This is an optimization exercise on Yosys and OpenROAD, whose aim is small area, a short achievable clock period and few clock cycles per item, not a production implementation.
Only simulation tests tie the RTL to the original design; equivalence was not proved.
Power is estimated from default activity; no workload was simulated.

==> flow/design.v <==
`timescale 1ns/100ps
`default_nettype none
package ahb_pkg;
  typedef logic [32-1:0] haddr_t;
  typedef logic [32-1:0] hdata_t;
  typedef enum logic [1:0] {
    IDLE   = 2'b00,
    BUSY   = 2'b01,
    NONSEQ = 2'b10,
    SEQ    = 2'b11
  } htrans_t;
  typedef logic [2:0] hsize_t;
  localparam hsize_t SIZE_BYTE = 3'b000;
  localparam hsize_t SIZE_HALF = 3'b001;
  localparam hsize_t SIZE_WORD = 3'b010;   
  localparam logic RESP_OKAY  = 1'b0;
  localparam logic RESP_ERROR = 1'b1;
  typedef enum logic [1:0] {OKAY, ERR_FIRST, ERR_SECOND} resp_state_t;
endpackage
`default_nettype wire
`timescale 1ns/100ps
`default_nettype none
package mem_pkg;
  typedef logic [32-1:0]   word_t;
  typedef logic [8-1:0]   word_index_t;
  typedef logic [32/8-1:0] byte_strb_t;
endpackage
`default_nettype wire
`timescale 1ns/100ps
`default_nettype none
module ahb_addr_phase (
  input  wire logic                HCLK,
  input  wire logic                HRESETn,
  input  wire logic                hsel,
  input  wire ahb_pkg::haddr_t     haddr,
  input  wire ahb_pkg::htrans_t    htrans,
  input  wire logic                hwrite,
  input  wire ahb_pkg::hsize_t     hsize,
  input  wire logic                hready,
  output logic                     acc_pending,   
  output logic                     acc_write,
  output mem_pkg::word_index_t     acc_index,
  output mem_pkg::byte_strb_t      acc_strb,
  output logic                     acc_error      
);
  logic                sample;
  logic                out_of_range;
  logic                bad_size;
  logic                misaligned;
  mem_pkg::byte_strb_t strb_d;
  assign sample = hsel && hready &&
                  (htrans == ahb_pkg::NONSEQ || htrans == ahb_pkg::SEQ);
  assign out_of_range = |haddr[32-1:8+2];   
  assign bad_size     = hsize > ahb_pkg::SIZE_WORD;
  always_comb begin
    misaligned = 1'b0;
    strb_d     = '0;
    case (hsize)
      ahb_pkg::SIZE_BYTE: strb_d = mem_pkg::byte_strb_t'(1) << haddr[1:0];
      ahb_pkg::SIZE_HALF: begin
        misaligned = haddr[0];
        strb_d     = mem_pkg::byte_strb_t'(3) << {haddr[1], 1'b0};
      end
      ahb_pkg::SIZE_WORD: begin
        misaligned = |haddr[1:0];
        strb_d     = '1;
      end
      default: strb_d = '0;   
    endcase
  end
  always_ff @(posedge HCLK or negedge HRESETn) begin
    if (!HRESETn) begin
      acc_pending <= 1'b0;
      acc_error   <= 1'b0;
    end else begin
      acc_pending <= sample;   
      acc_error   <= sample && (out_of_range || bad_size || misaligned);
    end
  end
  always_ff @(posedge HCLK) begin
    acc_write <= hwrite;
    acc_index <= haddr[8+1:2];
    acc_strb  <= strb_d;
  end
endmodule
`default_nettype wire
`timescale 1ns/100ps
`default_nettype none
module word_storage (
  input  wire logic                 HCLK,
  input  wire logic                 mem_wen,
  input  wire mem_pkg::word_index_t mem_index,
  input  wire mem_pkg::byte_strb_t  mem_strb,
  input  wire mem_pkg::word_t       mem_wdata,
  output mem_pkg::word_t            mem_rdata    
);
  for (genvar b = 0; b < 32/8; b++) begin : g_lane
    logic [7:0] lane_array [256];
    always_ff @(posedge HCLK) begin
      if (mem_wen && mem_strb[b]) begin
        lane_array[mem_index] <= mem_wdata[8*b +: 8];
      end
    end
    assign mem_rdata[8*b +: 8] = lane_array[mem_index];   
  end
endmodule
`default_nettype wire
`timescale 1ns/100ps
`default_nettype none
module ahb_data_phase (
  input  wire logic                 HCLK,
  input  wire logic                 HRESETn,
  input  wire logic                 hready,
  input  wire ahb_pkg::hdata_t      hwdata,
  input  wire logic                 acc_pending,
  input  wire logic                 acc_write,
  input  wire mem_pkg::word_index_t acc_index,
  input  wire mem_pkg::byte_strb_t  acc_strb,
  input  wire logic                 acc_error,
  output logic                      mem_wen,
  output mem_pkg::word_index_t      mem_index,
  output mem_pkg::byte_strb_t       mem_strb,
  output mem_pkg::word_t            mem_wdata,
  input  wire mem_pkg::word_t       mem_rdata,
  output ahb_pkg::hdata_t           hrdata,
  output logic                      hresp,
  output logic                      hreadyout
);
  ahb_pkg::resp_state_t state_q;
  ahb_pkg::resp_state_t state_cur;
  ahb_pkg::resp_state_t state_nxt;
  logic                 legal;
  always_comb begin
    state_cur = state_q;
    if (state_q == ahb_pkg::OKAY && acc_pending && acc_error) begin
      state_cur = ahb_pkg::ERR_FIRST;
    end
  end
  always_comb begin
    case (state_cur)
      ahb_pkg::ERR_FIRST: state_nxt = ahb_pkg::ERR_SECOND;
      default:            state_nxt = ahb_pkg::OKAY;   
    endcase
  end
  always_ff @(posedge HCLK or negedge HRESETn) begin
    if (!HRESETn) begin
      state_q <= ahb_pkg::OKAY;
    end else begin
      state_q <= state_nxt;
    end
  end
  assign hreadyout = (state_cur != ahb_pkg::ERR_FIRST);   
  assign hresp     = (state_cur == ahb_pkg::OKAY) ? ahb_pkg::RESP_OKAY
                                                  : ahb_pkg::RESP_ERROR;
  assign legal = acc_pending && !acc_error;
  assign mem_wen   = legal && acc_write && hready;   
  assign mem_index = acc_index;
  assign mem_strb  = acc_strb;
  assign mem_wdata = hwdata;
  assign hrdata = mem_rdata;
endmodule
`default_nettype wire
`timescale 1ns/100ps
`default_nettype none
module ahb_mem_sub (
  input  wire logic        HCLK,
  input  wire logic        HRESETn,
  input  wire logic        hsel,
  input  wire logic [31:0] haddr,
  input  wire logic [1:0]  htrans,
  input  wire logic        hwrite,
  input  wire logic [2:0]  hsize,
  input  wire logic [31:0] hwdata,
  input  wire logic        hready,      
  output logic [31:0]      hrdata,
  output logic             hresp,
  output logic             hreadyout
);
  logic                 acc_pending;
  logic                 acc_write;
  mem_pkg::word_index_t acc_index;
  mem_pkg::byte_strb_t  acc_strb;
  logic                 acc_error;
  logic                 mem_wen;
  mem_pkg::word_index_t mem_index;
  mem_pkg::byte_strb_t  mem_strb;
  mem_pkg::word_t       mem_wdata;
  mem_pkg::word_t       mem_rdata;
  ahb_addr_phase u_addr (
    .HCLK        (HCLK),
    .HRESETn     (HRESETn),
    .hsel        (hsel),
    .haddr       (haddr),
    .htrans      (ahb_pkg::htrans_t'(htrans)),
    .hwrite      (hwrite),
    .hsize       (hsize),
    .hready      (hready),
    .acc_pending (acc_pending),
    .acc_write   (acc_write),
    .acc_index   (acc_index),
    .acc_strb    (acc_strb),
    .acc_error   (acc_error)
  );
  word_storage u_store (
    .HCLK      (HCLK),
    .mem_wen   (mem_wen),
    .mem_index (mem_index),
    .mem_strb  (mem_strb),
    .mem_wdata (mem_wdata),
    .mem_rdata (mem_rdata)
  );
  ahb_data_phase u_data (
    .HCLK        (HCLK),
    .HRESETn     (HRESETn),
    .hready      (hready),
    .hwdata      (hwdata),
    .acc_pending (acc_pending),
    .acc_write   (acc_write),
    .acc_index   (acc_index),
    .acc_strb    (acc_strb),
    .acc_error   (acc_error),
    .mem_wen     (mem_wen),
    .mem_index   (mem_index),
    .mem_strb    (mem_strb),
    .mem_wdata   (mem_wdata),
    .mem_rdata   (mem_rdata),
    .hrdata      (hrdata),
    .hresp       (hresp),
    .hreadyout   (hreadyout)
  );
endmodule
`default_nettype wire
==> flow/run.sh <==
#!/bin/bash
# synth_recipe.tcl (not shown) runs the flow's synth.tcl, then flattens the netlist and writes it again
# the make line also repeats each setting of config.mk as NAME=value (left out here)
make -C /OpenROAD-flow-scripts/flow DESIGN_CONFIG=/design/flow/config.mk WORK_HOME=/design/flow/orfs CLKGATE_MAP_FILE= SYNTH_SCRIPT=/design/flow/synth_recipe.tcl finish
==> flow/config.mk <==
export PLATFORM = sky130hd
export DESIGN_NAME = ahb_mem_sub
export DESIGN_NICKNAME = ahb_mem_sub
export VERILOG_FILES = /design/flow/design.v
export SDC_FILE = /design/flow/constraint.sdc
export NUM_CORES = 4
export LEC_CHECK = 0
export CAP_MARGIN = 20
export CORE_MARGIN = 2
export CORE_UTILIZATION = 25
export PLACE_DENSITY = 0.45
export SLEW_MARGIN = 20
export SYNTH_MEMORY_MAX_BITS = 16384
==> flow/constraint.sdc <==
create_clock -name core_clock -period 10.0 [get_ports {HCLK}]
set_input_delay 2.0000 -clock core_clock [delete_from_list [all_inputs] [get_ports {HCLK}]]
set_output_delay 2.0000 -clock core_clock [all_outputs]
set_load 0.01 [all_outputs]
==> summary.txt <==
Status
  – Status: timing/DRC/antenna clean

Synth
  – Seq/Total Area, Yosys: around 79%
  – Yosys warns: 3
  – Mapped Area: 0.313 sq mm
  – Seq cells post-synth: 8208
  – Post-synthesis net count: roughly 14000
  – Largest cells by area after synthesis: edfxtp_1 (79%), mux4_2 (15%), a22oi_1 (2.5%)
  – Mean Syn Cell Area: 22.0 sq um
  – Biggest area consumer among synthesized cells: edfxtp_1
  – Top cell type's share of synthesized area: 78.5%
  – Yosys cell types: 31
  – Post-synthesis instance total: 14224

Placement
  – DPL Wire Length: 613000 microns
  – Pre-CTS WS: 1.83 ns
  – Routability cong.: between 0.7 and 0.8
  – Placed Area: 0.337 sq mm
  – Buffers on Ports: 106

CTS
  – Clock sinks: about 8200
  – Postcts setup bufs: 0
  – Resize count post-CTS: 0
  – CTS tree: done
  – CTS Buf Count: 823
  – CTS root buf: clkbuf_16
  – H-tree levels: 6
  – Clock Tree Buf Depth: 5
  – Clock slew at reported path FFs: 0.06 ns
  – Hold_buf cts: 0
  – Skew-Pair Late Insertion Delay: ~1.1 ns

Routing
  – Residual DRC count: 0
  – Vias per Instance: 4.70
  – First-pass iteration count of the detailed router: 7
  – Avg WL per Cell: 30.5 microns
  – Initial drt markers: 17410
  – Wirelength, routed: 978000 microns
  – Vias: between 150k and 200k
  – Antenna-violating nets left: 0

Finish
  – Final nets: approximately 15000
  – Share of post-route cells with drive strength above 1: 24.0%
  – Final instance area: around 0.36 sq mm
  – Area Overhead vs Synth: 15.7%

Pwr
  – Tot Pwr: 71.1 mW
  – Worst IR Drop VDD: between 0.0001 and 0.00015 V
  – Cell area power density: 196 mW/mm^2
  – Lkg Pwr: 106 nW

Setup path
  – Crit-path leading delay family: buffers and inverters
  – Worst path depth: 9
  – Worst reg2reg setup slack: 3.48 ns
  – Critical Path Sink Type: output pin
  – Reg2reg start: u_addr.acc_index[1]$_DFF_P_
  – Startpoint Class: register
  – Worst R2R Path Depth: 7
  – Most used cell, CP: buf_12
  – Critical Path Max Stage Delay: 1.07 ns
  – Critical path class: register to output pin
  – Worst r2r dst: u_store.g_lane[1].lane_array[35][5]$_DFFE_PP_
  – Worst EP required: 8.00 ns
  – Max stage delay cell, worst path: o41ai_4
  – Worst EP arrival: 7.11 ns
  – CP bufs+invs: 4
  – CP Max Fanout: 59
  – Crit-path cells: buf_12, buf_12, mux4_2, a22oi_1, a21oi_1, o41ai_4, nand4_1, buf_4, clkdlybuf4s50_1

Hold path
  – Hold depth: 2
  – Min-delay src: u_data.state_q[1]$_DFF_PN0_
  – Hold Crit Class: register to register
  – Hold worst-path end: u_data.state_q[1]$_DFF_PN0_

Global routing
  – GR Overflow Total: 0
  – Pin count of the biggest net entering global routing: ~160
  – First-pass GRT wire length: 1330000 microns
  – Vias in the first global route: 153233
  – Antenna violations before repair: 98
  – Total Routing Usage GR: 15.0%

Timing
  – Clk_skew: 0.0857 ns
  – # setup viols final: 0
  – Hold Vio Cnt, Final: 0
  – Fmax: 0.110 GHz
  – Rel. slew slack: 8.47%
  – Count of pins over their slew limit: 0
  – Worst Tran Pin Value: 1.37 ns
  – Setup WS post-layout: 0.887 ns
  – Final period utilization: 91.1%
  – Final min period: 9.11 ns
  – RSZ-0062 raised after global routing: false
  – Setup TNS: 0 ns

Die
  – Die width: around 1100 microns
  – Initial core utilization: 25.0%
  – IO Pins: 108
  – Die Area: 1.26 sq mm
  – Die height: 1120 microns
  – Row count: 411
  – Core Region: 1.25 sq mm

Flow run
  – Max cap viols: 0
==> cell usage after synthesis <==
library cell and instances:
buf_1 116, buf_2 164, a22oi_1 1024, o31a_1 1, nand2b_1 10, nor2_1 1049
clkbuf_1 551, o41ai_1 128, dfrtp_1 3, and3_1 1, nor4_1 5, xnor2_1 1
nor4_2 1, nand3_1 1, and2_1 2, nor3b_1 1, dfxtp_1 13, edfxtp_1 8192
a21o_1 1, a21oi_1 516, nand4_1 33, inv_1 3, or2_2 2, mux4_2 2048
nand2_1 265, nor2b_1 4, buf_4 31, and4b_1 1, buf_6 43, nor3_1 11
o21ai_0 3
==> sequential cells by signal (all words and copies together) (netlist names) <==
name and flops:
u_addr.acc_pending 1, u_addr.acc_strb 4, u_data.state_q 1, u_addr.acc_error 1, u_addr.acc_index 8, u_store.g_lane.lane_array 8192
u_addr.acc_write 1
==> worst max path at each step <==
stage,start,end,slack (ns)
final,u_addr.acc_index[0]$_DFF_P_,hrdata[25],0.89
after global routing,u_addr.acc_index[0]$_DFF_P_,hrdata[25],0.76
after CTS,u_addr.acc_index[0]$_DFF_P_,hrdata[20],0.61
after detailed placement,u_addr.acc_index[0]$_DFF_P_,hrdata[20],1.83
after global placement,u_addr.acc_index[0]$_DFF_P_,hrdata[20],1.84
after floorplan,u_addr.acc_index[1]$_DFF_P_,hrdata[30],5.68
==> power by group <==
part           internal [mW]  switching, mW
Sequential              37.8         0.0153
Combinational           1.12           2.29
Clock                   16.5           13.3
==> per-stage QoR <==
step | hold WS, ns | instances | util, %
final | 0.503 | 32121 | 29.0
after global placement | 0.504 | 30527 | 26.9
after CTS | 0.510 | 31998 | 28.9
after floorplan | 0.518 | 14224 | -
after global routing | 0.550 | 32069 | 29.0
after detailed placement | 0.498 | 30531 | 26.9
==> final cells by class <==
cell class / count / area, sq um
Timing Repair Buffer: 503 / 5610
Antenna cell: 106 / 265
Sequential cell: 8208 / 246000
Multi-Input combinational cell: 5108 / 64200
Fill cell: 122156 / 889000
Clock inverter: 415 / 3170
Clock buffer: 1052 / 21900
Inverter: 3 / 11.3
Tap cell: 16726 / 20900
==> worst register-to-register path: stages, from the launching register on <==
cell      delay (ns)
dfxtp_4         0.97
buf_12          0.36
buf_12          0.34
buf_4           0.66
nand2b_1        0.38
nor2_4          1.04
nand2_1         1.11
nor2_1          1.24
==> placed cells by master, fill, tap and decap left out, types with 55 or more instances in the layout <==
cell type,n
clkbuf_1,208
nor2_1,1021
a21oi_1,516
buf_12,92
clkdlybuf4s50_1,74
clkinv_1,212
mux4_2,2048
clkinv_2,118
clkbuf_16,841
nand2_1,256
edfxtp_1,8192
a22oi_1,1024
o41ai_2,55
buf_4,287
diode_2,106
==> kinds of logic after synthesis <==
| logic type | Yosys count | synth area share (%) |
|---|---|---|
| XOR/XNOR | 1 | 0.00280 |
| AO/OA/AOI/OAI | 1673 | 3.65 |
| multiplexers | 2048 | 14.7 |
| buffers and inverters | 908 | 1.29 |
| AND/OR/NAND/NOR | 1386 | 1.72 |
| flip-flops | 8208 | 78.6 |
==> per-layer routing <==
metal  GRT usage [%]  wire length [microns]
met5               0                    237
met4            5.49                  40700
met3            2.87                  62000
met2            24.4                 465000
met1            20.1                 410000
Testbench counts, summed over its fixed seeds: cycles 503,058, transfers 390,489.

==> static timing again, ports no longer ideal <==
The results above use ideal ports. As a check the final layout listed here was re-extracted and re-timed, cells and wires unchanged.
Step 1: set_driving_cell puts a clkbuf_16 on HCLK and a buf_2 on each other input, an assumption about the parent block.
Step 2, shift: input delay + t, output delay - t, t = (earliest + latest rising clock arrival at the registers) / 2. This alone moves slack from input paths to output paths.
Three values: no drivers, after step 1, after step 2; two values: the first two.
t (ns): 1.245
setup WS [ns]: 0.887 / 0.726 / 1.971
worst setup path at the end: register to output
slew at the worst register clock pin (ns): 0.07 / 0.07
worst slew at a driven data input, ns: 0.54
After both steps setup and hold are still met in this run. The setup slack of this run moves by -0.161 ns with the drivers and by +1.084 ns with both steps.
